Source: an optimization exercise on an open RTL-to-GDS flow (aim: small area). Production flows keep margins and buffers that such runs may drop.
No functional check of the RTL was part of any run shown here.
Power is estimated from default activity; no workload was simulated.

`config.mk`:
```
export PLATFORM = sky130hd
export DESIGN_NAME = thumb_core
export DESIGN_NICKNAME = thumb_core
export VERILOG_FILES = /design/flow/design.v
export SDC_FILE = /design/flow/constraint.sdc
export NUM_CORES = 4
export LEC_CHECK = 0
export CAP_MARGIN = 20
export CORE_MARGIN = 2
export CORE_UTILIZATION = 40
export SLEW_MARGIN = 20
```
`constraint.sdc`:
```
create_clock -name core_clock -period 12.0 [get_ports {clk}]
set_input_delay 2.4000 -clock core_clock [delete_from_list [all_inputs] [get_ports {clk}]]
set_output_delay 2.4000 -clock core_clock [all_outputs]
set_load 0.01 [all_outputs]
```
`design.v`:
```
package thumb_isa_pkg;
	typedef logic [16-1:0] instr_t;                
	typedef logic [$clog2(8)-1:0] reg_idx_t;     
	typedef logic [32-1:0] imm_t;                  
	typedef enum logic [4:0] {
		CMD_MOV_I8,    
		CMD_ADD_REG,   
		CMD_SUB_REG,   
		CMD_ADD_I3,    
		CMD_SUB_I3,    
		CMD_ADD_I8,    
		CMD_SUB_I8,    
		CMD_LSL_I5,    
		CMD_LSR_I5,    
		CMD_ASR_I5,    
		CMD_AND,       
		CMD_EOR,       
		CMD_ORR,       
		CMD_MUL,       
		CMD_BIC,       
		CMD_MVN,       
		CMD_STR,       
		CMD_LDR,       
		CMD_STRB,      
		CMD_LDRB,      
		CMD_STRH,      
		CMD_LDRH,      
		CMD_UNDEF
	} cmd_e;
endpackage
package thumb_core_pkg;
	typedef logic [32-1:0] word_t;    
	typedef logic [32-1:0] addr_t;    
	typedef enum logic [3:0] {
		ALU_ADD,
		ALU_SUB,
		ALU_AND,
		ALU_EOR,
		ALU_ORR,
		ALU_BIC,
		ALU_MVN,
		ALU_MOV,
		ALU_LSL,
		ALU_LSR,
		ALU_ASR,
		ALU_MUL
	} alu_op_e;
	typedef enum logic [1:0] {
		SIZE_BYTE = 2'd0,
		SIZE_HALF = 2'd1,
		SIZE_WORD = 2'd2
	} mem_size_e;
	typedef enum logic {
		WB_ALU,
		WB_MEM
	} wb_sel_e;
	typedef enum logic [2:0] {
		ST_IDLE,
		ST_FETCH,
		ST_DECODE,
		ST_EXEC,
		ST_MEM,
		ST_WB
	} seq_state_e;
endpackage
`timescale 1ns/1ps
module thumb_core (
	input  logic        clk,
	input  logic        rst,
	output logic [31:0] prog_addr,
	input  logic [31:0] prog_data,
	output logic [31:0] mem_addr,
	output logic [31:0] mem_wdata,
	output logic [1:0]  mem_size,
	output logic        mem_we,
	input  logic [31:0] mem_rdata
);
	logic [4:0]  ph;
	logic        rot2;
	logic [31:1] pc;
	logic        stp;
	logic [1:0]  sz;
	logic        c;
	logic        mb;
	logic [31:0] mar;
	logic [31:0] p;
	logic [31:0] r0, r1, r2, r3, r4, r5, r6, r7;
	logic [15:0] ins;
	assign ins = pc[1] ? prog_data[31:16] : prog_data[15:0];
	logic [4:0] op5;
	logic d_shift, d_as3, d_mov8, d_i8, d_sub8, d_dp, d_mem, d_load, d_store;
	logic dp_and, dp_eor, dp_orr, dp_mul, dp_bic, dp_mvn, dp_ok;
	logic tworot, we1, sub, inv, a_zero, use_imm;
	logic lg_and, lg_eor, lg_or;
	logic [1:0] msize;  
	logic [2:0] ra, rb, rd;
	assign op5     = ins[15:11];
	assign d_shift = (op5[4:2] == 3'b000) && (op5[1:0] != 2'b11);
	assign d_as3   = (op5 == 5'b00011);
	assign d_mov8  = (op5 == 5'b00100);
	assign d_sub8  = (op5 == 5'b00111);
	assign d_i8    = d_mov8 || (op5 == 5'b00110) || d_sub8;
	assign d_dp    = (ins[15:10] == 6'b010000);
	assign dp_and  = d_dp && (ins[9:6] == 4'b0000);
	assign dp_eor  = d_dp && (ins[9:6] == 4'b0001);
	assign dp_orr  = d_dp && (ins[9:6] == 4'b1100);
	assign dp_mul  = d_dp && (ins[9:6] == 4'b1101);
	assign dp_bic  = d_dp && (ins[9:6] == 4'b1110);
	assign dp_mvn  = d_dp && (ins[9:6] == 4'b1111);
	assign dp_ok   = dp_and || dp_eor || dp_orr || dp_bic || dp_mvn;
	assign d_mem   = (op5[4:2] == 3'b011) || (op5[4:1] == 4'b1000);
	assign d_load  = d_mem && ins[11];
	assign d_store = d_mem && !ins[11];
	assign msize   = ins[15] ? 2'd1 : (ins[12] ? 2'd0 : 2'd2);
	assign tworot  = d_shift || dp_mul || d_load;
	assign we1     = d_as3 || d_i8 || dp_ok;
	assign sub     = (d_as3 && ins[9]) || d_sub8;
	assign inv     = sub || dp_bic || dp_mvn;
	assign a_zero  = d_mov8 || dp_mvn;
	assign use_imm = (d_as3 && ins[10]) || d_i8 || d_mem;
	assign lg_and  = dp_and || dp_bic;
	assign lg_eor  = dp_eor;
	assign lg_or   = dp_orr || dp_mvn;
	assign ra = d_i8 ? ins[10:8] : (d_dp ? ins[2:0] : ins[5:3]);
	assign rb = d_as3 ? ins[8:6] : (d_mem ? ins[2:0] : ins[5:3]);
	assign rd = d_i8 ? ins[10:8] : ins[2:0];
	logic [7:0] bit0, bit1;
	assign bit0 = {r7[0], r6[0], r5[0], r4[0], r3[0], r2[0], r1[0], r0[0]};
	assign bit1 = {r7[1], r6[1], r5[1], r4[1], r3[1], r2[1], r1[1], r0[1]};
	logic a_bit, b_bit, b_next;
	assign a_bit  = bit0[ra];
	assign b_bit  = bit0[rb];
	assign b_next = bit1[rb];
	logic       imm_bit;
	logic [4:0] k5;
	always_comb begin
		k5 = ph - ((d_mem && msize != 2'd0) ? {3'b000, ~msize[0], msize[0]} : 5'd0);
		if (d_i8) begin
			imm_bit = (ph[4:3] == 2'b00) && ins[ph[2:0]];
		end else begin
			imm_bit = (k5 < (d_as3 ? 5'd3 : 5'd5)) && ins[5'd6 + k5];
		end
	end
	logic aa, bb, cin, s_sum, s_cout, alu_out;
	assign aa     = a_bit && !a_zero;
	assign bb     = (use_imm ? imm_bit : ((d_shift || dp_mul) ? 1'b0 : b_bit)) ^ inv;
	assign cin    = (ph == 5'd0) ? sub : c;
	assign s_sum  = aa ^ bb ^ cin;
	assign s_cout = (aa & bb) | (aa & cin) | (bb & cin);
	always_comb begin
		if (lg_and)      alu_out = aa & bb;
		else if (lg_eor) alu_out = aa ^ bb;
		else if (lg_or)  alu_out = aa | bb;
		else             alu_out = s_sum;
	end
	logic [31:0] padd, psum;
	logic [32:0] pc_ch;
	assign padd = mb ? mar : 32'd0;
	always_comb begin
		pc_ch[0] = 1'b0;
		for (int i = 0; i < 32; i++) begin
			psum[i]    = p[i] ^ padd[i] ^ pc_ch[i];
			pc_ch[i+1] = (p[i] & padd[i]) | (p[i] & pc_ch[i]) | (padd[i] & pc_ch[i]);
		end
	end
	logic [4:0] sh;
	logic [5:0] sidx;
	logic       sh_bit, ld_bit, mul_bit, w2_bit;
	logic [4:0] lidx;
	assign sh = ins[10:6];
	always_comb begin
		if (op5[1:0] == 2'b00) begin  
			sidx   = {1'b0, ph} - {1'b0, sh};
			sh_bit = !sidx[5] && mar[sidx[4:0]];
		end else begin                
			sidx   = {1'b0, ph} + {1'b0, sh};
			sh_bit = sidx[5] ? (op5[1] && mar[31]) : mar[sidx[4:0]];
		end
	end
	always_comb begin
		case (msize)
			2'd0:    lidx = {ph[4:3] + mar[1:0], ph[2:0]};
			2'd1:    lidx = {ph[4] ^ mar[1], ph[3:0]};
			default: lidx = ph;
		endcase
	end
	assign ld_bit  = mem_rdata[lidx] && ((msize == 2'd0) ? (ph[4:3] == 2'b00) :
	                                     (msize == 2'd1) ? !ph[4] : 1'b1);
	assign mul_bit = psum[0];
	assign w2_bit  = d_load ? ld_bit : (dp_mul ? mul_bit : sh_bit);
	logic       we, wbit;
	assign we   = rot2 || we1;
	assign wbit = rot2 ? w2_bit : alu_out;
	logic [7:0] wsel;
	always_comb begin
		for (int i = 0; i < 8; i++) wsel[i] = we && (rd == 3'(i));
	end
	always_ff @(posedge clk) begin
		r0 <= {wsel[0] ? wbit : r0[0], r0[31:1]};
		r1 <= {wsel[1] ? wbit : r1[0], r1[31:1]};
		r2 <= {wsel[2] ? wbit : r2[0], r2[31:1]};
		r3 <= {wsel[3] ? wbit : r3[0], r3[31:1]};
		r4 <= {wsel[4] ? wbit : r4[0], r4[31:1]};
		r5 <= {wsel[5] ? wbit : r5[0], r5[31:1]};
		r6 <= {wsel[6] ? wbit : r6[0], r6[31:1]};
		r7 <= {wsel[7] ? wbit : r7[0], r7[31:1]};
	end
	logic last, rot2_next;
	assign last      = (ph == 5'd31) && (rot2 || !tworot);
	assign rot2_next = (ph == 5'd31) ? (!rot2 && tworot) : rot2;
	logic [31:1] pc_inc;
	logic [31:1] inc_c;
	always_comb begin
		inc_c[1] = last;
		for (int i = 1; i < 31; i++) inc_c[i+1] = inc_c[i] & pc[i];
		for (int i = 1; i < 32; i++) pc_inc[i] = pc[i] ^ inc_c[i];
	end
	always_ff @(posedge clk) begin
		if (rst) begin
			ph   <= 5'd0;
			rot2 <= 1'b0;
			pc   <= '0;
			stp  <= 1'b0;
		end else begin
			ph   <= ph + 5'd1;
			rot2 <= rot2_next;
			pc   <= pc_inc;
			stp  <= (ph == 5'd31) && !rot2 && d_store;
		end
	end
	always_ff @(posedge clk) begin
		sz  <= msize;
		c   <= s_cout;
		mb  <= rot2_next && dp_mul && b_next;
		mar <= rot2 ? mar : {alu_out, mar[31:1]};
		p   <= {(!rot2 && d_store) ? b_bit : 1'b0, psum[31:1]};
	end
	assign prog_addr = {pc, 1'b0};
	assign mem_addr  = mar;
	assign mem_wdata = p;
	assign mem_size  = sz;
	assign mem_we    = stp;
endmodule
```
`run.sh`:
```
#!/bin/bash
# synth_recipe.tcl (not shown) runs the flow's synth.tcl, then flattens the netlist and writes it again
# the make line also repeats each setting of config.mk as NAME=value (left out here)
make -C /OpenROAD-flow-scripts/flow DESIGN_CONFIG=/design/flow/config.mk WORK_HOME=/design/flow/orfs CLKGATE_MAP_FILE= SYNTH_SCRIPT=/design/flow/synth_recipe.tcl finish
```
==> out/qor.txt, run 1 <==
root buf cell - clkbuf_16
most frequent cells in the layout - dfxtp_1 (329), clkdlybuf4s50_1 (163), ha_1 (52)
Worst setup EP type - register
Final Core Density - 0.520
sink of the worst hold path - r7[14]$_DFF_P_
Max Root-Sink Buffers - 3
Total Wirelength - 26,500 um
Hold Violations, Final - 0
core area - 30,800 sq um
ys async rst share - 0
Worst setup SP type - register
pre-CTS WS - -377 ps
period utilisation layout - 0.973
wire per inst - 17.4 um
largest net degree at the start of global routing - 40
PnR Total Power - 2890 uW
Layout fillers - 2,636
Critical Path RT - 12,410 ps
area growth from synthesis to layout - 27.3%
synthesized area - 12,600 sq um
CP max-delay cell - fa_2
hold depth - 0
R2R depth - 36
final instance area - 16,000 sq um
hold path start - r7[15]$_DFF_P_
Synth Register Bits - 362
post-DP HPWL - 18,900 um
Main synth FF type - dfxtp_1
die width - 181 um
post-synthesis sequential area ratio - 0.601
clock slew at reported path FFs - 60 ps
crit-path max FO - 2
reg2reg setup slack - 320 ps
syn nets - 1,075
initial core utilization - 0.408
total global-route track usage - 0.161
critical path's most frequent cell - fa_2
Antenna diodes - 0
share of cells above drive strength 1 - 0.148
EDFF count, synth - 32
num rows - 64
final worst path period need - 11,680 ps
DRC errors left - 0
post-route ant nets - 0
final worst setup slack - 318 ps
CTS sink count - 362
clk_skew - 14.3 ps
average cell area after synthesis - 13.6 sq um
Layout Nets - 1,257
HP Class - reg2reg
first-pass GRT wire length - 42,000 um
most common cell after layout, fill and taps aside - dfxtp_1
Worst Tran Pin Value - 940 ps
GRT Residual Overflow - 0
Final Setup Violations - 0
Reg-to-Reg Start - mar[0]$_DFFE_PN_
setup repair bufs after CTS - 0
vias in the first global route - 7,559
routed via count - 7,576
Peak supply drop - 0.102 mV
GP Congestion - 0.865
TritonCTS clock tree - yes
r2r endpoint - p[30]$_DFF_P_
drt first-iter violations - 493
Yosys cell types - 83
RSZ-0062 raised after global routing - no
status - no timing/DRC/antenna violations
CTS Buf Count - 36
initial antenna violation count - 0
# IOs - 165
Placed Instance Area - 14,700 sq um
CP max stage delay - 400 ps
Clock Latency Late Sink - 520 ps
Max Cap Viol - 0
synthesis warning total - 1
max-slew violation count - 0
die area - 32,900 sq um
Critical Path AT - 12,090 ps
Crit Path Class - reg2reg
setup_tns - 0 ps
number of H-tree levels - 2
post-DR vias/cell - 4.96
Slew HR - 0.371
number of port buffers - 163
chip height - 181 um
FMAX - 85.6 MHz
Post-Syn Instances - 923
Pwr per Cell Area - 180 nW/um^2
Leak - 0.00642 uW
drt first pass iters - 6
[Yosys cell counts, drive strengths merged (4+ instances only)]
| cell | n | area, sq um |
|---|---|---|
| or3 | 8 | 50.1 |
| buf | 14 | 111 |
| xnor2 | 12 | 113 |
| a21o | 5 | 37.5 |
| dfxtp | 330 | 6610 |
| mux2 | 9 | 105 |
| xor2 | 6 | 52.6 |
| o221ai | 4 | 47.6 |
| nand3 | 20 | 105 |
| o21ai | 39 | 199 |
| nor3b | 7 | 57.6 |
| nand4 | 5 | 31.3 |
| a31oi | 6 | 104 |
| ha | 52 | 651 |
| o32ai | 4 | 35.0 |
| or2 | 4 | 25.0 |
| fa | 34 | 681 |
| nor2 | 27 | 109 |
| inv | 29 | 109 |
| nand2 | 21 | 78.8 |
| nor2b | 40 | 250 |
| o21a | 7 | 52.6 |
| a21oi | 18 | 101 |
| o31ai | 4 | 30.0 |
| nand2b | 6 | 37.5 |
| o2111ai | 7 | 61.3 |
| clkbuf | 16 | 60.1 |
| a211oi | 4 | 42.5 |
| edfxtp | 32 | 961 |
| and2 | 33 | 206 |
| mux2i | 43 | 442 |
| mux4 | 26 | 586 |
| nor3 | 7 | 45.0 |
[worst max-delay path: cells and delay by family (launching register included)]
kind / cells / cell delay, ps
xor+xnor: 2 / 290
fa+ha+maj: 31 / 10600
buf+inv: 2 / 130
flops: 1 / 380
simple gates: 1 / 170
[routing by layer]
metal / vias up / GRT usage / wire, um
li1: 3607 / - / -
met1: 3665 / 0.237 / 13000
met2: 264 / 0.235 / 11200
met3: 40 / 0.0427 / 1860
met4: 0 / 0.0429 / 518
met5: - / 0 / 0
[metrics by stage]
| step | hold WS [ps] | instances |
|---|---|---|
| after floorplan | 310 | 923 |
| after global placement | 310 | 1463 |
| after detailed placement | 312 | 1463 |
| after CTS | 319 | 1528 |
| after global routing | 327 | 1528 |
| final | 320 | 1528 |
[sequential cells by signal (all words and copies together), names as in the netlist]
signal / count
mar: 32
p: 32
r0: 32
r1: 32
r2: 32
r3: 32
r4: 32
r5: 32
r6: 32
r7: 32
pc: 31
ph: 5
sz: 2
c: 1
mb: 1
rot2: 1
stp: 1
[worst max-delay path by stage]
stage                startpoint       endpoint  slack (ps)  depth (start not counted)
2_1_floorplan  mar[0]$_DFFE_PN_  p[30]$_DFF_P_          20                         36
3_3_place_gp   mar[0]$_DFFE_PN_  p[30]$_DFF_P_        -170                         36
3_5_place_dp   mar[0]$_DFFE_PN_  p[30]$_DFF_P_        -380                         36
4_1_cts        mar[0]$_DFFE_PN_  p[30]$_DFF_P_           6                         36
5_1_grt        mar[0]$_DFFE_PN_  p[30]$_DFF_P_          10                         36
6_report       mar[0]$_DFFE_PN_  p[30]$_DFF_P_         320                         36
[final cells by class]
type | count | area [sq um] | area share
Timing Repair Buffer | 174 | 1710 | 0.107
Tap cell | 396 | 495 | 0.0309
Sequential cell | 362 | 7570 | 0.472
Clock inverter | 17 | 318 | 0.0198
Clock buffer | 48 | 1020 | 0.0634
Inverter | 29 | 109 | 0.00679
Multi-Input combinational cell | 502 | 4800 | 0.300
[cell families after synthesis]
kind of cell,synth area share
flip-flops,0.601
AND/OR/NAND/NOR,0.0911
AO/OA/AOI/OAI,0.0763
adder cells (fa/ha/maj),0.106
multiplexers,0.0900
buffers and inverters,0.0223
XOR/XNOR,0.0131
other,0.000298
[power by group]
part	switching (uW)	internal [uW]	total (uW)
clock	463	774	1240
combinational	147	173	320
sequential	57.4	1280	1330
total	668	2220	2890
[repair_timing]
item / 4_1_cts / 5_1_grt
pin swaps: 3 / 4
hold buffers: 0 / 0
resized for setup: 10 / 4
cloned: 0 / 0
setup endpoints to repair: 2 / 2
==> inputs of run 2 (changes only) <==
--- a/design.v
+++ b/design.v
@@ -164,27 +164,23 @@
 		end
 	end
-	logic [4:0] sh;
-	logic [5:0] sidx;
-	logic       sh_bit, ld_bit, mul_bit, w2_bit;
-	logic [4:0] lidx;
-	assign sh = ins[10:6];
-	always_comb begin
-		if (op5[1:0] == 2'b00) begin  
-			sidx   = {1'b0, ph} - {1'b0, sh};
-			sh_bit = !sidx[5] && mar[sidx[4:0]];
-		end else begin                
-			sidx   = {1'b0, ph} + {1'b0, sh};
-			sh_bit = sidx[5] ? (op5[1] && mar[31]) : mar[sidx[4:0]];
-		end
-	end
-	always_comb begin
-		case (msize)
-			2'd0:    lidx = {ph[4:3] + mar[1:0], ph[2:0]};
-			2'd1:    lidx = {ph[4] ^ mar[1], ph[3:0]};
-			default: lidx = ph;
-		endcase
-	end
-	assign ld_bit  = mem_rdata[lidx] && ((msize == 2'd0) ? (ph[4:3] == 2'b00) :
-	                                     (msize == 2'd1) ? !ph[4] : 1'b1);
+	logic       lsl;
+	logic [4:0] off, tidx;
+	logic       tcout, sh_bit, ld_bit, mul_bit, w2_bit;
+	assign lsl = (op5[1:0] == 2'b00);
+	always_comb begin
+		if (d_load) begin
+			case (msize)
+				2'd0:    off = {mar[1:0], 3'b000};
+				2'd1:    off = {mar[1], 4'b0000};
+				default: off = 5'd0;
+			endcase
+		end else begin
+			off = lsl ? ~ins[10:6] : ins[10:6];
+		end
+	end
+	assign {tcout, tidx} = {1'b0, ph} + {1'b0, off} + {5'd0, lsl && !d_load};
+	assign sh_bit = (tcout == lsl) ? mar[tidx] : (op5[1] && mar[31]);
+	assign ld_bit = mem_rdata[tidx] && ((msize == 2'd0) ? (ph[4:3] == 2'b00) :
+	                                    (msize == 2'd1) ? !ph[4] : 1'b1);
 	assign mul_bit = psum[0];
 	assign w2_bit  = d_load ? ld_bit : (dp_mul ? mul_bit : sh_bit);
==> flow/run.sh (new file) <==
#!/bin/bash
# Standard ORFS layout; only the port buffers use the smallest buffer cell.
set -euo pipefail
export BUFFER_PORTS_ARGS="-buffer_cell sky130_fd_sc_hd__buf_1"
bash standard.sh > standard_flow.log 2>&1
==> standard.sh (new file) <==
#!/bin/bash
# synth_recipe.tcl (not shown) runs the flow's synth.tcl, then flattens the netlist and writes it again
# the make line also repeats each setting of config.mk as NAME=value (left out here)
make -C /OpenROAD-flow-scripts/flow DESIGN_CONFIG=/design/flow/config.mk WORK_HOME=/design/flow/orfs CLKGATE_MAP_FILE= SYNTH_SCRIPT=/design/flow/synth_recipe.tcl "${@:-finish}"
--- a/config.mk
+++ b/config.mk
@@ -9,3 +9,6 @@
 export CORE_MARGIN = 2
 export CORE_UTILIZATION = 40
+export CTS_BUF_LIST = sky130_fd_sc_hd__clkbuf_8
+export CTS_CLUSTER_DIAMETER = 60
+export CTS_CLUSTER_SIZE = 16
 export SLEW_MARGIN = 20
removed: run.sh
==> run 2 against run 1 <==
- still clean on timing, DRC and antenna
- die area is 5.5% lower
- clock-buffer cell count fell by 16
- non-clock buffer count fell by 4
- first-iteration DRC count decreased by 26%
- final cell count decreased by 7.1%
- clock power fell by about 50%
- largest cell class unchanged
==> out/qor.txt, run 2 <==
share of cells above drive strength 1 - 0.119 (-0.0298)
Antenna diodes - 0 (unchanged)
Synth Register Bits - 362 (unchanged)
Clock Latency Late Sink - 570 ps (+50 ps)
Max Cap Viol - 0 (unchanged)
number of port buffers - 163 (unchanged)
wire per inst - 15.9 um (-8.6%)
number of H-tree levels - 1 (-1)
Worst Tran Pin Value - 874 ps (-65.8 ps)
HP Class - reg2reg
CTS sink count - 362 (unchanged)
initial antenna violation count - 0 (unchanged)
total global-route track usage - 0.145 (-0.0161)
chip height - 176 um (-2.8%)
Layout fillers - 2,669 (+1.3%)
DRC errors left - 0 (unchanged)
Max Root-Sink Buffers - 3 (unchanged)
Total Wirelength - 22,500 um (-15%)
EDFF count, synth - 32 (unchanged)
crit-path max FO - 2 (unchanged)
CTS Hold Bufs - 0 (unchanged)
clk_skew - 34.5 ps (+20.2 ps)
synthesized area - 11,900 sq um (-5.6%)
Synth top area share - 0.556 (+0.0313)
GP Congestion - 0.889 (+2.8%)
post-DP HPWL - 16,200 um (-14%)
GRT Residual Overflow - 0 (unchanged)
routed via count - 6,767 (-11%)
status - no timing/DRC/antenna violations
Non-Filler Instances - 1,419 (-7.1%)
first-pass GRT wire length - 35,800 um (-15%)
final instance area - 13,500 sq um (-16%)
Post-Syn Instances - 838 (-9.2%)
Final Core Density - 0.458 (-0.0617)
die area - 31,100 sq um (-5.5%)
core area - 29,400 sq um (-4.6%)
hold path start - r1[30]$_DFF_P_
drt first pass iters - 5 (-1)
Placed Instance Area - 12,900 sq um (-12%)
count leader, synth - dfxtp_1
area growth from synthesis to layout - 13.4%
Worst setup EP type - register
Hold Violations, Final - 0 (unchanged)
clock slew at reported path FFs - 100 ps (+40 ps)
vias in the first global route - 6,584 (-13%)
ys async rst share - 0 (unchanged)
Inst Count DP - 1,376 (-5.9%)
period utilisation layout - 0.975 (+0.00119)
most frequent cells in the layout - dfxtp_1 (329), buf_1 (162), ha_1 (45)
Layout Nets - 1,162 (-7.6%)
Critical Path RT - 12,450 ps (+40 ps)
largest net degree at the start of global routing - 47 (+18%)
hold depth - 0 (unchanged)
r2r endpoint - p[30]$_DFF_P_
Final Setup Violations - 0 (unchanged)
max-slew violation count - 0 (unchanged)
synthesis warning total - 1 (unchanged)
Pwr per Cell Area - 171 nW/um^2 (-5.5%)
post-DR vias/cell - 4.77 (-3.8%)
Worst setup SP type - register
CTS Buf Count - 29 (-19%)
CP max stage delay - 390 ps (about the same)
Leak - 0.00543 uW (-16%)
num rows - 63 (-1.6%)
R2R depth - 36 (unchanged)
TritonCTS clock tree - yes
Synth area leaders - dfxtp_1 (56%), edfxtp_1 (8.1%), fa_1 (5.7%)
setup repair bufs after CTS - 0 (unchanged)
root buf cell - clkbuf_8
final hold slack - 319 ps (-0.593 ps)
reg2reg setup slack - 300 ps (about the same)
final worst path period need - 11,700 ps (+14.3 ps)
Crit Path Class - reg2reg
initial core utilization - 0.404 (-0.00430)
largest area contributor in the netlist - dfxtp_1
Reg-to-Reg Start - mar[0]$_DFFE_PN_
post-synthesis sequential area ratio - 0.637 (+0.0359)
Critical Path AT - 12,150 ps (+60 ps)
syn nets - 983 (-8.6%)
Slew HR - 0.417 (+0.0454)
drt first-iter violations - 365 (-26%)
die width - 176 um (-2.8%)
RSZ-0062 raised after global routing - no
post-route ant nets - 0 (unchanged)
FMAX - 85.5 MHz (-0.12%)
Peak supply drop - 0.0686 mV (-33%)
setup_tns - 0 ps (unchanged)
most common cell after layout, fill and taps aside - dfxtp_1
sink of the worst hold path - r1[29]$_DFF_P_
average cell area after synthesis - 14.2 sq um (+3.9%)
critical path's most frequent cell - fa_2
Yosys cell types - 70 (-16%)
synth cell count leaders - dfxtp_1 (330), ha_1 (45), mux2i_1 (37)
# IOs - 165 (unchanged)
CP max-delay cell - edfxtp_1
Main synth FF type - dfxtp_1
## run 2: cell count changes in the layout (fill, tap and decap cells not counted), sizes merged, moves of 5 or more
| cell | delta |
|---|---|
| a21oi | +8 |
| buf | +158 |
| bufinv | -8 |
| clkbuf | -15 |
| clkdlybuf4s50 | -163 |
| ha | -7 |
| nand2 | +8 |
| nand3 | -8 |
| nor3 | +6 |
| nor3b | -6 |
| o2111ai | -5 |
| o21a | -6 |
| o21ai | -25 |
| or3 | -7 |
## run 2: logic make-up after synthesis
| family | share of synthesized area |
|---|---|
| buffers and inverters | 0.0190 |
| adder cells (fa/ha/maj) | 0.105 |
| AND/OR/NAND/NOR | 0.0832 |
| other | 0.000316 |
| XOR/XNOR | 0.0125 |
| flip-flops | 0.637 |
| multiplexers | 0.0963 |
| AO/OA/AOI/OAI | 0.0470 |
## run 2: where the power goes
group          internal (uW)  switching, uW  leakage (uW)  total (uW)
Sequential              1310           69.5       0.00301        1380
Clock                    250            373      0.000288         623
Combinational            135            159       0.00213         295
## run 2: final cells by class
type                            count  area [sq um]  area share
Sequential cell                   362          7570       0.562
Clock buffer                       32           440      0.0327
Multi-Input combinational cell    433          4140       0.308
Clock inverter                     11          82.6     0.00613
Inverter                           21          78.8     0.00585
Timing Repair Buffer              170           666      0.0494
Tap cell                          390           488      0.0362
## run 2: timing repair
item,4_1_cts,5_1_grt
pin swaps,0,0
setup endpoints to repair,2,1
gates resized for setup,7,5
## run 2: layer usage
metal / vias to the layer above / GRT usage / routed length, um
met5: - / 0 / 0
met4: 0 / 0.0437 / 468
met3: 39 / 0.0286 / 1480
met2: 205 / 0.212 / 9700
met1: 3267 / 0.217 / 10900
li1: 3256 / - / -
## run 2: worst max-delay path by stage
stage | start | endpoint | slack [ps] | cells after the start
4_1_cts | mar[0]$_DFFE_PN_ | p[30]$_DFF_P_ | 20 | 36
3_3_place_gp | mar[0]$_DFFE_PN_ | p[30]$_DFF_P_ | -70 | 36
3_5_place_dp | mar[0]$_DFFE_PN_ | p[30]$_DFF_P_ | -260 | 36
2_1_floorplan | mar[0]$_DFFE_PN_ | p[30]$_DFF_P_ | 10 | 36
5_1_grt | mar[0]$_DFFE_PN_ | p[30]$_DFF_P_ | 20 | 36
6_report | mar[0]$_DFFE_PN_ | p[30]$_DFF_P_ | 300 | 36
## run 2: worst max-delay path: cells and delay by family (launching register included)
family / cells / cell delay (ps)
buf+inv: 2 / 130
xor+xnor: 2 / 300
simple gates: 1 / 150
fa+ha+maj: 31 / 10610
flops: 1 / 390
## run 2: metrics by stage
step / setup WS [ps] / power, uW
after floorplan: 14.5 / 1570
after global placement: -73.1 / 1700
after detailed placement: -264 / 1710
after CTS: 21.1 / 2330
after global routing: 19.6 / 2410
final: 304 / 2300
==> inputs of run 3 (changes only) <==
--- a/config.mk
+++ b/config.mk
@@ -9,6 +9,6 @@
 export CORE_MARGIN = 2
 export CORE_UTILIZATION = 40
-export CTS_BUF_LIST = sky130_fd_sc_hd__clkbuf_8
-export CTS_CLUSTER_DIAMETER = 60
-export CTS_CLUSTER_SIZE = 16
+export CTS_BUF_LIST = sky130_fd_sc_hd__clkbuf_16
+export CTS_CLUSTER_DIAMETER = 80
+export CTS_CLUSTER_SIZE = 36
 export SLEW_MARGIN = 20
==> run 3 against run 2 <==
- largest power group unchanged
- largest cell class unchanged
- area after synthesis is the same
- sequential share of layout area is essentially flat
- critical path depth stayed put
- combinational power about the same
- critical path type unchanged
- register-to-register slack lost 40 ps
- clock skew rose by 1.4 ps
- die area stayed put
==> out/qor.txt, run 3 <==
status - no timing/DRC/antenna violations
average cell area after synthesis - 14.2 sq um (unchanged)
Total Wirelength - 22,400 um (-0.60%)
number of H-tree levels - 1 (unchanged)
synthesized area - 11,900 sq um (unchanged)
critical path's most frequent cell - fa_2
total global-route track usage - 0.144 (-0.00115)
Buf/Inv on CP - 2 (unchanged)
post-DP HPWL - 16,200 um (unchanged)
Inst Count DP - 1,376 (unchanged)
Layout Nets - 1,149 (-1.1%)
drt first pass iters - 5 (unchanged)
power share of the sequential group - 0.591 (-0.010)
HP Class - reg2reg
DRC errors left - 0 (unchanged)
post-route ant nets - 0 (unchanged)
Psw - 619 uW (+2.9%)
final worst path period need - 11,740 ps (+40.1 ps)
Antenna diodes - 0 (unchanged)
# IOs - 165 (unchanged)
Post-Syn Instances - 838 (unchanged)
Max Root-Sink Buffers - 3 (unchanged)
clock group share of total power - 0.282 (+0.011)
Worst setup EP type - register
Hold Violations, Final - 0 (unchanged)
Yosys cell types - 70 (unchanged)
CTS Buf Count - 16 (-45%)
clk_skew - 35.9 ps (+1.41 ps)
num rows - 63 (unchanged)
CP max stage delay - 400 ps (about the same)
Critical Path RT - 12,430 ps (-20 ps)
Non-Filler Instances - 1,400 (-1.3%)
Worst setup SP type - register
most common cell after layout, fill and taps aside - dfxtp_1
chip height - 176 um (unchanged)
Logic pwr share - 0.127 (about the same)
largest area contributor in the netlist - dfxtp_1
P_int - 1710 uW (+1.1%)
Max Cap Viol - 0 (unchanged)
number of port buffers - 163 (unchanged)
CP max-delay cell - fa_1
Final Core Density - 0.458 (about the same)
wire per inst - 16.0 um (+0.75%)
Main synth FF type - dfxtp_1
initial antenna violation count - 0 (unchanged)
drt first-iter violations - 349 (-4.4%)
GRT Residual Overflow - 0 (unchanged)
Synth Area in Adders - 0.105 (unchanged)
Layout fillers - 2,667 (-0.075%)
area growth from synthesis to layout - 13.4% (about the same)
largest net degree at the start of global routing - 47 (unchanged)
vias in the first global route - 6,450 (-2.0%)
syn nets - 983 (unchanged)
Crit Path Class - reg2reg
EDFF count, synth - 32 (unchanged)
Final Setup Violations - 0 (unchanged)
post-synthesis sequential area ratio - 0.637 (unchanged)
Slew HR - 0.432 (+0.0153)
die area - 31,100 sq um (unchanged)
sw frac - 0.265 (+0.00352)
FMAX - 85.2 MHz (-0.34%)
ys async rst share - 0 (unchanged)
mux contribution to synthesized area - 0.0963 (unchanged)
Critical Path AT - 12,170 ps (+20 ps)
final hold slack - 297 ps (-22.5 ps)
first-pass GRT wire length - 35,400 um (-1.3%)
max-slew violation count - 0 (unchanged)
die width - 176 um (unchanged)
initial core utilization - 0.404 (unchanged)
Leak - 0.00540 uW (-0.40%)
Synth top area share - 0.556 (unchanged)
GP Congestion - 0.889 (unchanged)
Pwr per Cell Area - 173 nW/um^2 (+1.5%)
root buf cell - clkbuf_16
crit-path max FO - 2 (unchanged)
synth cell count leaders - dfxtp_1 (330), ha_1 (45), mux2i_1 (37)
most frequent cells in the layout - dfxtp_1 (329), buf_1 (162), ha_1 (45)
TritonCTS clock tree - yes
Post-Synth Simple-Gate Area - 0.0832 (unchanged)
core area - 29,400 sq um (unchanged)
routed via count - 6,690 (-1.1%)
reg2reg setup slack - 260 ps (-40 ps)
Peak supply drop - 0.0805 mV (+17%)
count leader, synth - dfxtp_1
Worst Tran Pin Value - 851 ps (-23.0 ps)
CTS sink count - 362 (unchanged)
period utilisation layout - 0.978 (+0.00334)
Synth area leaders - dfxtp_1 (56%), edfxtp_1 (8.1%), fa_1 (5.7%)
RSZ-0062 raised after global routing - no
cell family with most CP delay - adder cells
synthesis warning total - 1 (unchanged)
Clock Latency Late Sink - 530 ps (-40 ps)
share of cells above drive strength 1 - 0.103 (-0.0156)
Compound-Gate Fraction of Synth Area - 0.0470 (unchanged)
post-DR vias/cell - 4.78 (+0.20%)
Synth Area in XOR/XNOR - 0.0125 (unchanged)
Synth Register Bits - 362 (unchanged)
clock slew at reported path FFs - 120 ps (+20 ps)
main combinational cell family by area after synthesis - adder cells
-- run 3: changes by cell type in the layout (fill, tap and decap cells not counted), sizes merged --
cell	delta
inv	-2
clkinv	-1
clkbuf	-16
-- run 3: logic make-up (layout without fill, tap and decap cells) --
group,after synthesis,in the layout
compound gates,79,79
xor+xnor,17,17
fa+ha+maj,79,79
buf+inv,43,215
flops,362,362
mux,78,78
other cells,1,1
simple gates,179,179
-- run 3: path summary, 6_finish.rpt --
| check | startpoint | end | cells after the start |
|---|---|---|---|
| max | mar[0]$_DFFE_PN_ | p[30]$_DFF_P_ | 36 |
| min | r1[19]$_DFF_P_ | r1[18]$_DFF_P_ | 0 |
| max reg2reg | mar[0]$_DFFE_PN_ | p[30]$_DFF_P_ | 36 |
| min reg2reg | r1[19]$_DFF_P_ | r1[18]$_DFF_P_ | 0 |
-- run 3: worst register-to-register path: cells and delay by family, from the launching register on --
family / cells / cell delay [ps]
simple gates: 1 / 150
flops: 1 / 390
buf+inv: 2 / 130
xor+xnor: 2 / 290
fa+ha+maj: 31 / 10730
-- run 3: metal layers --
layer | part of all wire | vias to the layer above | routed length (um) | GRT usage
met2 | 0.43 | 186 | 9680 | 0.210
met3 | 0.058 | 38 | 1310 | 0.0265
met5 | 0 | - | 0 | 0
met4 | 0.028 | 0 | 621 | 0.0482
li1 | - | 3229 | - | -
met1 | 0.48 | 3237 | 10800 | 0.215
-- run 3: repair_timing --
action / 4_1_cts / 5_1_grt
hold endpoints to repair: 0 / 0
hold buffers: 0 / 0
resized for setup: 5 / 5
setup buffers: 0 / 0
setup endpoints to repair: 1 / 1
-- run 3: power groups by stage --
stage          Sequential [uW]  Combinational [uW]  Clock (uW)
6_report                  1380                 295         658
5_1_grt                   1390                 321         724
4_1_cts                   1380                 298         685
3_5_place_dp              1410                 297           0
3_3_place_gp              1410                 297           0
2_1_floorplan             1410                 164           0
-- run 3: through the flow --
step	setup WS, ps	area, sq um	setup TNS (ps)	power (uW)
after floorplan	14.5	11900	0	1570
after global placement	-73.1	12900	-73.1	1700
after detailed placement	-264	12900	-288	1710
after CTS	19.1	13500	0	2370
after global routing	24.9	13500	0	2440
final	264	13500	0	2330
-- run 3: layout make-up --
cell class                      instances  area, sq um  share of cell area
Clock buffer                           16          400              0.0297
Clock inverter                          8          131             0.00975
Inverter                               21         78.8             0.00585
Multi-Input combinational cell        433         4140               0.307
Sequential cell                       362         7570               0.562
Tap cell                              390          488              0.0362
Timing Repair Buffer                  170          666              0.0494

## afterwards: timing with drivers on the ports
In the flow no input, the clock included, has a driving cell. The finished layouts below were timed again as built, in two steps.
Step 1 sets driving cells, clkbuf_16 on the clock port and buf_2 on the other inputs (assumed; they add their load-dependent delay and slew).
Step 2 also shifts input and output timing later by t, the mid clock arrival at the registers, as if the neighbouring blocks saw the same clock.
a / b / c = no drivers / after step 1 / after step 2; a / b = the first two.
run	shift t [ns]	slack for setup (ns)	worst setup path at the end
run 1	0.565	0.318 / 0.318 / 0.318	register to register
run 2	0.599	0.304 / 0.304 / 0.304	register to register
run 3	0.563	0.264 / 0.264 / 0.264	register to register
After both steps setup and hold are still met in every run listed.
